From an optimization exercise on the open Yosys and OpenROAD flow, aimed at small area, a short achievable clock period and few clock cycles per item; shortcuts taken in it are not production practice.
The RTL was checked by simulation tests, not by an equivalence proof against the original design.

==> run a <==
## date_seconds_of_year_converter_unit
module date_seconds_of_year_converter_unit (
    input  logic                            i_clk,
    input  logic                            i_rst_n,
    input  logic                            i_in_valid,
    output logic                            o_in_ready,
    input  logic                            i_in_mode,
    input  logic [dsoyc_pkg::WYear-1:0]     i_in_year,
    input  logic [dsoyc_pkg::WMonth-1:0]    i_in_month,
    input  logic [dsoyc_pkg::WDay-1:0]      i_in_day,
    input  logic [dsoyc_pkg::WHour-1:0]     i_in_hour,
    input  logic [dsoyc_pkg::WMinute-1:0]   i_in_minute,
    input  logic [dsoyc_pkg::WSecond-1:0]   i_in_second,
    input  logic [dsoyc_pkg::WSeconds-1:0]  i_in_seconds,
    output logic                            o_out_valid,
    input  logic                            i_out_ready,
    output logic [dsoyc_pkg::WSeconds-1:0]  o_out_seconds,
    output logic [dsoyc_pkg::WMonth-1:0]    o_out_month,
    output logic [dsoyc_pkg::WDay-1:0]      o_out_day,
    output logic [dsoyc_pkg::WHour-1:0]     o_out_hour,
    output logic [dsoyc_pkg::WMinute-1:0]   o_out_minute,
    output logic [dsoyc_pkg::WSecond-1:0]   o_out_second,
    output logic                            o_out_range_error
);
clock: 9.0 ns
lec_check: 0
cap_margin: 20
core_margin: 2
core_utilization: 40
setup_slack_margin: 5
slew_margin: 20
standard.sh (not shown) runs the stock make flow with config.mk's settings and CLKGATE_MAP_FILE= SYNTH_SCRIPT=/design/flow/synth_recipe.tcl, a recipe that flattens the netlist after the stock synthesis.
==> flow/flow/run.sh <==
#!/bin/bash
# The standard layout with two changes:
#  - the port buffers are sky130_fd_sc_hd__buf_1 cells;
#  - synthesis runs the standard flow's synthesis script with yosys's synth called with -noabc
#    as well (flow/synth.tcl), so the generic abc pass does not restructure the
#    carry-save adders before they are mapped to full and half adder cells.
#    Registers are inferred exactly as in the standard synthesis.
set -euo pipefail
here=$(pwd)
sed -e 's|SETUP_SLACK_MARGIN=5 |SETUP_SLACK_MARGIN=5 BUFFER_PORTS_ARGS="-buffer_cell sky130_fd_sc_hd__buf_1" |' \
    -e "s|SYNTH_SCRIPT=[^ ]*|SYNTH_SCRIPT=$here/flow/synth.tcl|" standard.sh > standard_b.sh
bash standard_b.sh > standard.log 2>&1
==> flow/flow/synth.tcl <==
proc synth {args} { yosys synth -nofsm -noshare -noabc {*}$args }
source $::env(SCRIPTS_DIR)/synth.tcl
# left out here: clear keep_hierarchy, flatten, clean up, hide names made inside functions, write 1_2_yosys.v
==> run b: changes against run a <==
--- a/flow/design.v
+++ b/flow/design.v
@@ -88,18 +88,18 @@
             4'd10:   offc = 9'd273;
             4'd11:   offc = 9'd304;
             4'd12:   offc = 9'd334;
             default: offc = 9'd0;
         endcase
     endfunction
     logic r_v1, r_v2, r_v3;
-    logic r_out_valid, r_out_nvalid;
+    logic r_out_valid;
     logic en;
     assign en         = !r_out_valid || i_out_ready;
-    assign o_in_ready = r_out_nvalid || i_out_ready;
+    assign o_in_ready = en;
     logic        r1_mode;
     logic        r1_leap, r1_yerr;
     logic [25:0] r1_pay;
     logic [7:0]  r1_p;
     logic        r2_mode, r2_err, r2_leap;
     logic [25:0] r2_pay;
     logic        r3_mode, r3_err;
@@ -171,15 +171,15 @@
         n3_c[12] = r2_leap ? (n3_dq > 9'd335) : (n3_dq > 9'd334);
         n3_mon = 4'd0;
         for (int i = 1; i <= 12; i++) begin
             if (n3_c[i]) n3_mon = 4'(i);
         end
         n3_dom  = n3_dq[4:0] - 5'(r2_leap && n3_c[3]);
         n3_pay = r2_mode ? {n3_mon, n3_dom, ~n3_y[9:0], n3_low[6:4], n3_low[3:0]}
-                         : {1'b0, n3_y[17:10], ~n3_y[9:0], n3_tod[6:0]};
+                         : {1'b0, n3_y, n3_tod[6:0]};
     end
     logic        c_mode, c_err;
     logic [25:0] c_pay;
     logic [3:0]  c_mon;
     logic [4:0]  c_dom;
     logic [4:0]  c_day;
     logic [12:0] c_u;
@@ -194,23 +194,21 @@
     dsoyc_div15  u_div15  (.v({c_u, c_low[3:2]}), .q(c_tm));
     assign c_day = c_dom - 5'(offc(c_mon));
     always_ff @(posedge i_clk) begin
         if (!i_rst_n) begin
             r_v1        <= 1'b0;
             r_v2        <= 1'b0;
             r_v3        <= 1'b0;
-            r_out_valid  <= 1'b0;
-            r_out_nvalid <= 1'b1;
+            r_out_valid <= 1'b0;
         end else begin
             if (en) begin
                 r_v1        <= i_in_valid;
                 r_v2        <= r_v1;
                 r_v3        <= r_v2;
-                r_out_valid  <= r_v3;
-                r_out_nvalid <= !r_v3;
+                r_out_valid <= r_v3;
             end
         end
     end
     always_ff @(posedge i_clk) begin
         if (en) begin
             r1_mode <= i_in_mode;
             r1_leap <= n1_leap;
@@ -223,16 +221,15 @@
             r2_pay  <= n2_pay;
             r3_mode <= r2_mode;
             r3_err  <= r2_err;
             r3_pay  <= n3_pay;
             r_o_err <= c_err;
             r_o_z0  <= !c_err && !c_mode;
             r_o_z1  <= !c_err && c_mode;
-            r_o_f   <= c_mode ? {c_mon, c_day, c_h, c_tm[5:0], c_u[1:0], c_low}
-                              : {c_pay[25:17], ~c_pay[16:7], c_pay[6:0]};
+            r_o_f   <= c_mode ? {c_mon, c_day, c_h, c_tm[5:0], c_u[1:0], c_low} : c_pay;
         end
     end
     assign o_out_valid       = r_out_valid;
     assign o_out_seconds     = r_o_f[24:0] & {25{r_o_z0}};
     logic [5:0] o_mi;
     logic [3:0] o_rm;
     assign o_mi = r_o_f[11:6] + {r_o_f[15:12], 2'b00};
==> flow/flow/run.sh (replaced) <==
#!/bin/bash
# The standard layout with two changes:
#  - the port buffers are sky130_fd_sc_hd__buf_1 cells;
#  - synthesis runs the standard flow's synthesis script with yosys's synth called with -noabc
#    as well (flow/synth.tcl), so the generic abc pass does not restructure the
#    carry-save adders before they are mapped to full and half adder cells.
#    Registers are inferred exactly as in the standard synthesis.
set -euo pipefail
here=$(pwd)
sed -e 's|SETUP_SLACK_MARGIN=5 |SETUP_SLACK_MARGIN=4.7 BUFFER_PORTS_ARGS="-buffer_cell sky130_fd_sc_hd__buf_1" |' \
    -e "s|SYNTH_SCRIPT=[^ ]*|SYNTH_SCRIPT=$here/flow/synth.tcl|" standard.sh > standard_b.sh
bash standard_b.sh > standard.log 2>&1
==> run c: changes against run a <==
==> flow/flow/run.sh (replaced) <==
#!/bin/bash
# The standard layout with these changes:
#  - the port buffers are sky130_fd_sc_hd__buf_1 cells;
#  - synthesis runs the standard flow's synthesis script with yosys's synth called with -noabc
#    as well (flow/synth.tcl), so the generic abc pass does not restructure the
#    carry-save adders before they are mapped to full and half adder cells.
#    Registers are inferred exactly as in the standard synthesis;
#  - extra ORFS settings: CORE_UTILIZATION=50
set -euo pipefail
here=$(pwd)
sed -e 's|SETUP_SLACK_MARGIN=5 |SETUP_SLACK_MARGIN=5 BUFFER_PORTS_ARGS="-buffer_cell sky130_fd_sc_hd__buf_1" CORE_UTILIZATION=50 |' \
    -e "s|SYNTH_SCRIPT=[^ ]*|SYNTH_SCRIPT=$here/flow/synth.tcl|" standard.sh > standard_b.sh
bash standard_b.sh > standard.log 2>&1
==> run d: changes against run a <==
--- a/flow/design.v
+++ b/flow/design.v
@@ -88,18 +88,18 @@
             4'd10:   offc = 9'd273;
             4'd11:   offc = 9'd304;
             4'd12:   offc = 9'd334;
             default: offc = 9'd0;
         endcase
     endfunction
     logic r_v1, r_v2, r_v3;
-    logic r_out_valid, r_out_nvalid;
+    logic r_out_valid;
     logic en;
     assign en         = !r_out_valid || i_out_ready;
-    assign o_in_ready = r_out_nvalid || i_out_ready;
+    assign o_in_ready = en;
     logic        r1_mode;
     logic        r1_leap, r1_yerr;
     logic [25:0] r1_pay;
     logic [7:0]  r1_p;
     logic        r2_mode, r2_err, r2_leap;
     logic [25:0] r2_pay;
     logic        r3_mode, r3_err;
@@ -171,15 +171,15 @@
         n3_c[12] = r2_leap ? (n3_dq > 9'd335) : (n3_dq > 9'd334);
         n3_mon = 4'd0;
         for (int i = 1; i <= 12; i++) begin
             if (n3_c[i]) n3_mon = 4'(i);
         end
         n3_dom  = n3_dq[4:0] - 5'(r2_leap && n3_c[3]);
         n3_pay = r2_mode ? {n3_mon, n3_dom, ~n3_y[9:0], n3_low[6:4], n3_low[3:0]}
-                         : {1'b0, n3_y[17:10], ~n3_y[9:0], n3_tod[6:0]};
+                         : {1'b0, n3_y, n3_tod[6:0]};
     end
     logic        c_mode, c_err;
     logic [25:0] c_pay;
     logic [3:0]  c_mon;
     logic [4:0]  c_dom;
     logic [4:0]  c_day;
     logic [12:0] c_u;
@@ -194,23 +194,21 @@
     dsoyc_div15  u_div15  (.v({c_u, c_low[3:2]}), .q(c_tm));
     assign c_day = c_dom - 5'(offc(c_mon));
     always_ff @(posedge i_clk) begin
         if (!i_rst_n) begin
             r_v1        <= 1'b0;
             r_v2        <= 1'b0;
             r_v3        <= 1'b0;
-            r_out_valid  <= 1'b0;
-            r_out_nvalid <= 1'b1;
+            r_out_valid <= 1'b0;
         end else begin
             if (en) begin
                 r_v1        <= i_in_valid;
                 r_v2        <= r_v1;
                 r_v3        <= r_v2;
-                r_out_valid  <= r_v3;
-                r_out_nvalid <= !r_v3;
+                r_out_valid <= r_v3;
             end
         end
     end
     always_ff @(posedge i_clk) begin
         if (en) begin
             r1_mode <= i_in_mode;
             r1_leap <= n1_leap;
@@ -223,16 +221,15 @@
             r2_pay  <= n2_pay;
             r3_mode <= r2_mode;
             r3_err  <= r2_err;
             r3_pay  <= n3_pay;
             r_o_err <= c_err;
             r_o_z0  <= !c_err && !c_mode;
             r_o_z1  <= !c_err && c_mode;
-            r_o_f   <= c_mode ? {c_mon, c_day, c_h, c_tm[5:0], c_u[1:0], c_low}
-                              : {c_pay[25:17], ~c_pay[16:7], c_pay[6:0]};
+            r_o_f   <= c_mode ? {c_mon, c_day, c_h, c_tm[5:0], c_u[1:0], c_low} : c_pay;
         end
     end
     assign o_out_valid       = r_out_valid;
     assign o_out_seconds     = r_o_f[24:0] & {25{r_o_z0}};
     logic [5:0] o_mi;
     logic [3:0] o_rm;
     assign o_mi = r_o_f[11:6] + {r_o_f[15:12], 2'b00};
==> flow_summary.toml <==
[run_status]
outcome = "no timing/DRC/antenna violations"

[setup_path]
startpoint_type = "input port"
rr_endpoint = "r2_pay[24]"
timing.critical_path.mode_cell = "buf_6"
regToRegSetupSlack_ns = 5.03
r2r_start = "r1_pay[19]"

[layout]
design_area_um2 = 15400
clkCellAreaFrac_pct = 3.71
inverters = 91
multiInputGateArea_um2 = 9210

[drt]
avgViaCountPerCell = 5.50

[timing]
fmax_mhz = 248

[worst_hold_path]
hp-start = "r2_pay[2]"
(the above is from run c)
==> flow_summary.toml <==
[setup_path]
regToRegSetupSlack_ns = 4.99
rr_endpoint = "r2_pay[22]"
timing.critical_path.mode_cell = "buf_6"
startpoint_type = "input port"

[run_status]
outcome = "no timing/DRC/antenna violations"

[timing]
fmax_mhz = 248

[layout]
multiInputGateArea_um2 = 9300
inverters = 91
clkCellAreaFrac_pct = 3.44

[worst_hold_path]
hp-start = "r2_pay[5]"
(the above is from run a)
==> flow_summary.toml <==
[layout]
clkCellAreaFrac_pct = 3.44
inverters = 96
design_area_um2 = 16000

[logic_synthesis]
async_reset_ff_share_pct = 0

[worst_hold_path]
hp-start = "r2_pay[1]"

[setup_path]
worstSetupStartpoint = "r1_pay[19]"
r2r_start = "r1_pay[19]"
rr_endpoint = "r2_pay[17]"
timing.critical_path.mode_cell = "fa_1"
startpoint_type = "register"

[drt]
avgViaCountPerCell = 5.20

[die]
pin_count = 124

[run_status]
outcome = "no timing/DRC/antenna violations"

[timing]
fmax_mhz = 249
(the above is from run d)
==> flow_summary.toml <==
[layout]
clkCellAreaFrac_pct = 3.45
multiInputGateArea_um2 = 9310
design_area_um2 = 15600

[setup_path]
timing.critical_path.mode_cell = "buf_1"
rr_endpoint = "r_o_f[11]"
startpoint_type = "input port"

[run_status]
outcome = "no timing/DRC/antenna violations"

[timing]
fmax_mhz = 237
(the above is from run b)
Testbench counts of run a, summed over its fixed seeds: cycles 24,032, items 24,000.
Testbench counts of run b, summed over its fixed seeds: cycles 24,032, items 24,000.
Testbench counts of run c, summed over its fixed seeds: cycles 24,032, items 24,000.
Testbench counts of run d, summed over its fixed seeds: cycles 24,032, items 24,000.

separate check: timing with driven ports:
The flow's constraints put no driver on any port. The routed layouts listed below were extracted and timed again, unchanged, in two steps.
Step 1 (the two cells are an assumption about what drives the block):
set clk [get_ports {i_clk}]
set_driving_cell -lib_cell sky130_fd_sc_hd__clkbuf_16 $clk
set_driving_cell -lib_cell sky130_fd_sc_hd__buf_2 [delete_from_list [all_inputs] $clk]
Step 2, shift: input delay + t, output delay - t, t = (earliest + latest rising clock arrival at the registers) / 2. This alone moves slack from input paths to output paths.
Slacks: ideal / step 1 / step 2; pairs: ideal / step 1.
run | t (ns) | setup slack, ns | clock arrival spread, ns | worst data-port slew with drivers (ns)
run a | 0.467 | 4.967 / 4.935 / 4.711 | 0.014 / 0.014 | 0.04
run b | 0.477 | 4.781 / 4.757 / 4.414 | 0.012 / 0.012 | 0.03
run c | 0.467 | 4.963 / 4.927 / 4.682 | 0.017 / 0.017 | 0.04
run d | 0.474 | 4.980 / 4.959 / 4.669 | 0.008 / 0.008 | 0.06
After both steps setup and hold are still met in every run listed. The setup slack of run b, which loses most, moves by -0.024 ns with the drivers and by -0.367 ns with both steps.
